This is an optimization exercise on Yosys and OpenROAD, whose aim is small area, a short achievable clock period and few clock cycles per item, not a production implementation. Where RTL was checked, it was by simulation tests only, not by an equivalence proof against the original.

## job 2172
==> flow/design.v (excerpt) <==
module nearest_palette_color_unit #(
  parameter int unsigned PALETTE_SIZE = 22
) (
  input  logic        clk_i,
  input  logic        rst_ni,
  input  logic        cfg_we_i,
  input  logic [21:0] cfg_wdata_i,
  input  logic        pixel_valid_i,
  output logic        pixel_ready_o,
  input  logic [31:0] pixel_word_i,
  output logic        result_valid_o,
  input  logic        result_ready_i,
  output logic [4:0]  color_index_o,
  output logic        none_enabled_o
);
  function automatic logic [1:0] cmp_join(input logic [1:0] hi, input logic [1:0] lo);
    cmp_join = {hi[1] | (hi[0] & lo[1]), hi[1] | (hi[0] & lo[0])};
  endfunction
  function automatic logic ge_key(input logic [11:0] x, input logic [11:0] y);
    logic [23:0] p;
    logic [23:0] q;
    q = '0;
    for (int k = 0; k < 12; k++) p[2*k +: 2] = {x[k] & ~y[k], x[k] | ~y[k]};
    q[0 +: 2] = cmp_join(p[2 +: 2], p[0 +: 2]);
    q[2 +: 2] = cmp_join(p[6 +: 2], p[4 +: 2]);
    q[4 +: 2] = cmp_join(p[10 +: 2], p[8 +: 2]);
    q[6 +: 2] = cmp_join(p[14 +: 2], p[12 +: 2]);
    q[8 +: 2] = cmp_join(p[18 +: 2], p[16 +: 2]);
    q[10 +: 2] = cmp_join(p[22 +: 2], p[20 +: 2]);
    p[0 +: 2] = cmp_join(q[2 +: 2], q[0 +: 2]);
    p[2 +: 2] = cmp_join(q[6 +: 2], q[4 +: 2]);
  ...
clock: 5.5 ns
lec_check: 0
abc_area: 1
cap_margin: 20
core_margin: 2
core_utilization: 40
cts_buf_list: sky130_fd_sc_hd__clkbuf_16
cts_cluster_diameter: 80
cts_cluster_size: 34
setup_slack_margin: 2.6
slew_margin: 20
run.sh (not shown) runs the stock make flow with config.mk's settings and CLKGATE_MAP_FILE= SYNTH_SCRIPT=/design/flow/synth_recipe.tcl, a recipe that flattens the netlist after the stock synthesis.
Job 2172 reached the final stage; the timing, design-rule and antenna checks on its layout passed.
Testbench counts of job 2172, summed over its fixed seeds: cycles 16,040, items 16,000.
--- input diff job 2172..job 582 ---
Settings: CTS_CLUSTER_SIZE: 34 -> 38.
Findings:
When the final numbers for job 2172 and job 582 were put side by side, the worst path setup slack after routing turned out to be greater in job 2172.
Overall die area: job 582 vs job 2172 identical
For job 2793, these inputs were changed with respect to job 582:
Settings: a change of CTS_CLUSTER_SIZE from 38 to 34; a change of CORE_UTILIZATION from 40 to 35.
- In the tables for job 582 and job 2793, sequential cell area share reads lower with job 2793.
- The lower combined global-route utilization of all metal layers of job 582 and job 2793 is in job 2793.
- Job 2793 vs. job 582: average wire length per cell after detail routing now smaller; routed wire length rose by 350 µm; final area went up by 0.88%.

---

Another version of the RTL of nearest_palette_color_unit (not shown whole).
For scale: ~3700 cells after synthesis, about 530 flip-flops, roughly 67 I/O pins, ~28000 um^2 of cells after synthesis.
## nearest_palette_color_unit
module nearest_palette_color_unit #(
  parameter int unsigned PALETTE_SIZE = 22
) (
  input  logic        clk_i,
  input  logic        rst_ni,
  input  logic        cfg_we_i,
  input  logic [21:0] cfg_wdata_i,
  input  logic        pixel_valid_i,
  output logic        pixel_ready_o,
  input  logic [31:0] pixel_word_i,
  output logic        result_valid_o,
  input  logic        result_ready_i,
  output logic [4:0]  color_index_o,
  output logic        none_enabled_o
);
Settings: LEC_CHECK=0, ABC_AREA=1, CAP_MARGIN=20, CORE_MARGIN=2, CORE_UTILIZATION=40, CTS_BUF_LIST=sky130_fd_sc_hd__clkbuf_16, CTS_CLUSTER_DIAMETER=80, CTS_CLUSTER_SIZE=30, SETUP_SLACK_MARGIN=2.6, SLEW_MARGIN=20; clock period 5.5 ns.
The baseline ran to the end with no violations.
Edit:
Settings changed: CTS_BUF_LIST sky130_fd_sc_hd__clkbuf_16 to not set, CTS_CLUSTER_DIAMETER 80 to not set, CTS_CLUSTER_SIZE 30 to not set, SETUP_SLACK_MARGIN 2.6 to 2.7.
Outcome: Design area went up by about 6%; die area does not change; wire length grows by 3.9%; sequential cell count does not change; synthesized area does not change; core utilization increases by 2.7 points; first-iteration DRC count grows by 5.4%; clock-buffer cell count rose by 45; setup slack gains 120 ps.
Edit:
Settings changed: CTS_BUF_LIST set to sky130_fd_sc_hd__clkbuf_16, CTS_CLUSTER_DIAMETER set to 80, CTS_CLUSTER_SIZE set to 34, SETUP_SLACK_MARGIN 2.7 to 2.6.
Area after synthesis stays the same.
Synthesized cell count is unchanged.
Clock-buffer cell count decreases by 45.
Setup slack is worse by 120 ps.
Critical path depth decreases by 15.
Final area decreases by 5.7%.
Register-to-register slack is worse by 120 ps.
Edit:
Settings changed: CTS_BUF_LIST sky130_fd_sc_hd__clkbuf_16 to not set, CTS_CLUSTER_DIAMETER 80 to not set, CTS_CLUSTER_SIZE 34 to not set, SETUP_SLACK_MARGIN 2.6 to 2.5.
After rerunning:
- The new run completed without violations
- synthesized area does not change
- setup slack got worse by 12 ps
- count of clock-buffer cells in the layout came out higher by 45
- register-to-register slack hardly moves
- cell area came out higher by 2.3%
No functional check of the RTL was part of any run of this note.

---

Setup of maple:
nearest_palette_color_unit, a different RTL version from the one above (not shown whole).
Size in the first run: roughly 3600 cells after synthesis, about 410 flip-flops.
clock: 5.5 ns
lec_check: 0
abc_area: 1
cap_margin: 20
core_margin: 2
core_utilization: 40
setup_slack_margin: 2.0
slew_margin: 20
Testbench counts of maple, summed over its fixed seeds: cycles 16,032, items 16,000.
--- input diff maple..willow ---
# maple
export LEC_CHECK = 0
export ABC_AREA = 1
export CAP_MARGIN = 20
export CORE_MARGIN = 2
export CORE_UTILIZATION = 40
export SETUP_SLACK_MARGIN = 2.0
export SLEW_MARGIN = 20
create_clock -name core_clock -period 5.5 [get_ports {clk_i}]
# willow
export LEC_CHECK = 0
export ABC_AREA = 1
export CAP_MARGIN = 20
export CORE_MARGIN = 2
export CORE_UTILIZATION = 40
export SETUP_SLACK_MARGIN = 1.5
export SLEW_MARGIN = 20
create_clock -name core_clock -period 5.5 [get_ports {clk_i}]
Findings:
Looking at global routing met1 resource utilization across maple and willow, the one that comes out higher is maple. willow -> maple: die area delta 0, exact match. The sequential cell area share reported for willow is greater than that of maple by 1.2 points. willow: proportion of cell area occupied by multi-input gates is 0.33 points lower than what maple reported. Worst hold slack: willow vs maple, no meaningful difference. Re post-synthesis cell type count: no difference whatsoever between maple and willow. Taking maple as the reference, in willow sequential cell area has decreased, time the final worst path needs with I/O delays and setup increased 0.30 ns, maximum frequency saw a decrease.
Input-level comparison between garnet and willow:
# willow
export LEC_CHECK = 0
export ABC_AREA = 1
export CAP_MARGIN = 20
export CORE_MARGIN = 2
export CORE_UTILIZATION = 40
export SETUP_SLACK_MARGIN = 1.5
export SLEW_MARGIN = 20
create_clock -name core_clock -period 5.5 [get_ports {clk_i}]
# garnet
export LEC_CHECK = 0
export ABC_AREA = 1
export CAP_MARGIN = 20
export CORE_MARGIN = 2
export CORE_UTILIZATION = 40
export SETUP_SLACK_MARGIN = 2.5
export SLEW_MARGIN = 20
create_clock -name core_clock -period 5.5 [get_ports {clk_i}]
==> comparison <==
- When the final numbers for garnet and willow were put side by side, the area fraction of clock buffers and clock inverters turned out to be smaller in garnet.
- garnet vs willow — total clock buffers created by CTS rose 2.1%.
- In the reports for garnet and willow, the larger multi-input gate share of the layout cell area belongs to garnet.
diff inputs: garnet => nickel
# garnet
export LEC_CHECK = 0
export ABC_AREA = 1
export CAP_MARGIN = 20
export CORE_MARGIN = 2
export CORE_UTILIZATION = 40
export SETUP_SLACK_MARGIN = 2.5
export SLEW_MARGIN = 20
create_clock -name core_clock -period 5.5 [get_ports {clk_i}]
# nickel
export LEC_CHECK = 0
export ABC_AREA = 1
export CAP_MARGIN = 20
export CORE_MARGIN = 2
export CORE_UTILIZATION = 40
export SLEW_MARGIN = 20
create_clock -name core_clock -period 5.5 [get_ports {clk_i}]
==> run notes <==
- Both conditions hold for nickel: the flow ran to the end and the final layout passed the timing, design-rule and antenna checks.
- garnet reached the end of the flow, and the finished layout is clean on the timing, design-rule and antenna checks.
- nickel reports a lower post-layout instance area than garnet does.
- Against garnet, nickel comes in 4.7 points higher on flip-flop and latch share of the layout cell area.
- garnet → nickel: routed wire length fell by 13%; count of plain and timing-repair buffers has decreased.

---

RTL: one of the versions met above, not the one the previous note started from.
Size in the first run: roughly 3700 cells after synthesis, about 480 flip-flops, ~67 I/O pins.
clock: 5.5 ns
lec_check: 0
abc_area: 1
cap_margin: 20
core_margin: 2
core_utilization: 40
cts_buf_list: sky130_fd_sc_hd__clkbuf_16
cts_cluster_diameter: 80
cts_cluster_size: 32
setup_slack_margin: 2.6
slew_margin: 20
Testbench counts at the start, summed over its fixed seeds: cycles 16,040, items 16,000.
Change:
Settings changed: CTS_BUF_LIST sky130_fd_sc_hd__clkbuf_16 to default, CTS_CLUSTER_DIAMETER 80 to default, CTS_CLUSTER_SIZE 32 to default, SETUP_SLACK_MARGIN 2.6 to 2.5.
Effect: Worst setup slack got worse by 63 ps. Clock-buffer cell count is higher by 46. Routed wire length is higher by 1.0%. Maximum frequency is lower by about 2.2%. Hold slack got worse by 3.2 ps. Final area is higher by about 1.2%.
Change:
Settings changed: CORE_UTILIZATION 40 to 45, CTS_BUF_LIST from default to sky130_fd_sc_hd__clkbuf_16, CTS_CLUSTER_DIAMETER from default to 80, CTS_CLUSTER_SIZE from default to 34, SETUP_SLACK_MARGIN 2.5 to 2.6.
Wire length decreases slightly.
Die area decreases by roughly a tenth.
Area after synthesis is unchanged.
Via count barely changes.
Worst setup slack gets better by 42 ps.
Sequential share of layout area increases by 0.26 points.
Change:
Settings changed: CORE_UTILIZATION 45 to 40, CTS_BUF_LIST sky130_fd_sc_hd__clkbuf_16 to sky130_fd_sc_hd__clkbuf_8, CTS_CLUSTER_DIAMETER 80 to default, CTS_CLUSTER_SIZE 34 to 20.
The new run ran to the end with no violations.
Final area increases by 1.7%.
Worst hold slack degrades by 8.8 ps.
Via count goes up by 0.63%.
Non-clock buffer count goes down by 22.
Utilization falls by 4.8 points.
Clock-buffer cell count is higher by 73.
Wire length is higher by 0.43%.
Change:
Settings changed: CTS_BUF_LIST sky130_fd_sc_hd__clkbuf_8 to sky130_fd_sc_hd__clkbuf_16, CTS_CLUSTER_DIAMETER from default to 80, CTS_CLUSTER_SIZE 20 to 30, SETUP_SLACK_MARGIN 2.6 to 2.5.
The new run finished with timing, DRC and antenna clean.
Synthesized cell count does not change.
Die area stays the same.
First-iteration DRC count came out higher by 19%.
Final area came out lower by 3.1%.
Worst setup slack loses 49 ps.
Register-to-register slack loses 50 ps.
Final cell count came out lower by 2.1%.
Wire length came out lower by 1.1%.
Change:
Settings changed: CAP_MARGIN 20 to 10, SETUP_SLACK_MARGIN 2.5 to 2.6, SLEW_MARGIN 20 to 10.
=> The changed run completed with no timing, DRC or antenna violations; clock-buffer cell count goes down by 2; non-clock buffer count came out higher by 4; design area rose by 0.37%; clock skew grows by 4.2 ps; fmax came out higher by 1.5%; worst setup slack improved by 42 ps; wire length goes down by 0.46%.

[separate check: timing with driven ports]
No port has a modelled driver above. Below, the same layouts with a new extraction and two added sets of constraints.
Step 1, drivers: a clkbuf_16 drives clk_i and a buf_2 each remaining input, both assumed.
Step 2 moves the port delays by t, midway between the first and last clock arrival at a register: inputs arrive t later, outputs are due t later. That takes back most of the time a late clock gives input paths.
Slacks: ideal / step 1 / step 2; pairs: ideal / step 1.
run	t, ns	slack for setup (ns)	hold WS [ns]	latest minus earliest clock arrival (ns)
job 2172	0.672	2.686 / 2.686 / 2.197	0.330 / 0.330 / 0.330	0.048 / 0.048
job 582	0.671	2.669 / 2.669 / 2.187	0.326 / 0.326 / 0.326	0.050 / 0.050
job 2793	0.685	2.667 / 2.667 / 2.172	0.326 / 0.326 / 0.326	0.046 / 0.045
the first run of note 2	0.671	2.657 / 2.657 / 2.225	0.331 / 0.331 / 0.331	0.021 / 0.021
the second run of note 2	0.667	2.781 / 2.781 / 2.308	0.325 / 0.325 / 0.325	0.018 / 0.018
the third run of note 2	0.678	2.659 / 2.659 / 2.229	0.331 / 0.331 / 0.331	0.023 / 0.023
the fourth run of note 2	0.670	2.647 / 2.647 / 2.229	0.325 / 0.325 / 0.325	0.020 / 0.020
maple	0.645	2.157 / 2.157 / 2.157	0.322 / 0.322 / 0.322	0.025 / 0.025
willow	0.644	1.857 / 1.857 / 1.857	0.322 / 0.322 / 0.322	0.025 / 0.026
garnet	0.658	2.221 / 2.221 / 2.221	0.320 / 0.320 / 0.320	0.025 / 0.024
nickel	0.645	1.282 / 1.282 / 1.282	0.322 / 0.322 / 0.322	0.027 / 0.027
the first run of note 4	0.670	2.663 / 2.663 / 2.198	0.326 / 0.326 / 0.326	0.055 / 0.056
the second run of note 4	0.663	2.600 / 2.600 / 2.174	0.323 / 0.323 / 0.323	0.027 / 0.027
the third run of note 4	0.674	2.642 / 2.642 / 2.146	0.328 / 0.328 / 0.328	0.038 / 0.037
the fourth run of note 4	0.721	2.667 / 2.667 / 2.170	0.319 / 0.319 / 0.319	0.046 / 0.046
the fifth run of note 4	0.683	2.618 / 2.618 / 2.158	0.328 / 0.328 / 0.328	0.039 / 0.039
the sixth run of note 4	0.666	2.660 / 2.660 / 2.201	0.326 / 0.326 / 0.326	0.055 / 0.055
After both steps every run listed still meets setup and hold. For the fourth run of note 4, which loses most, drivers alone change the setup slack by 0.000 ns; drivers and shift together by -0.497 ns.
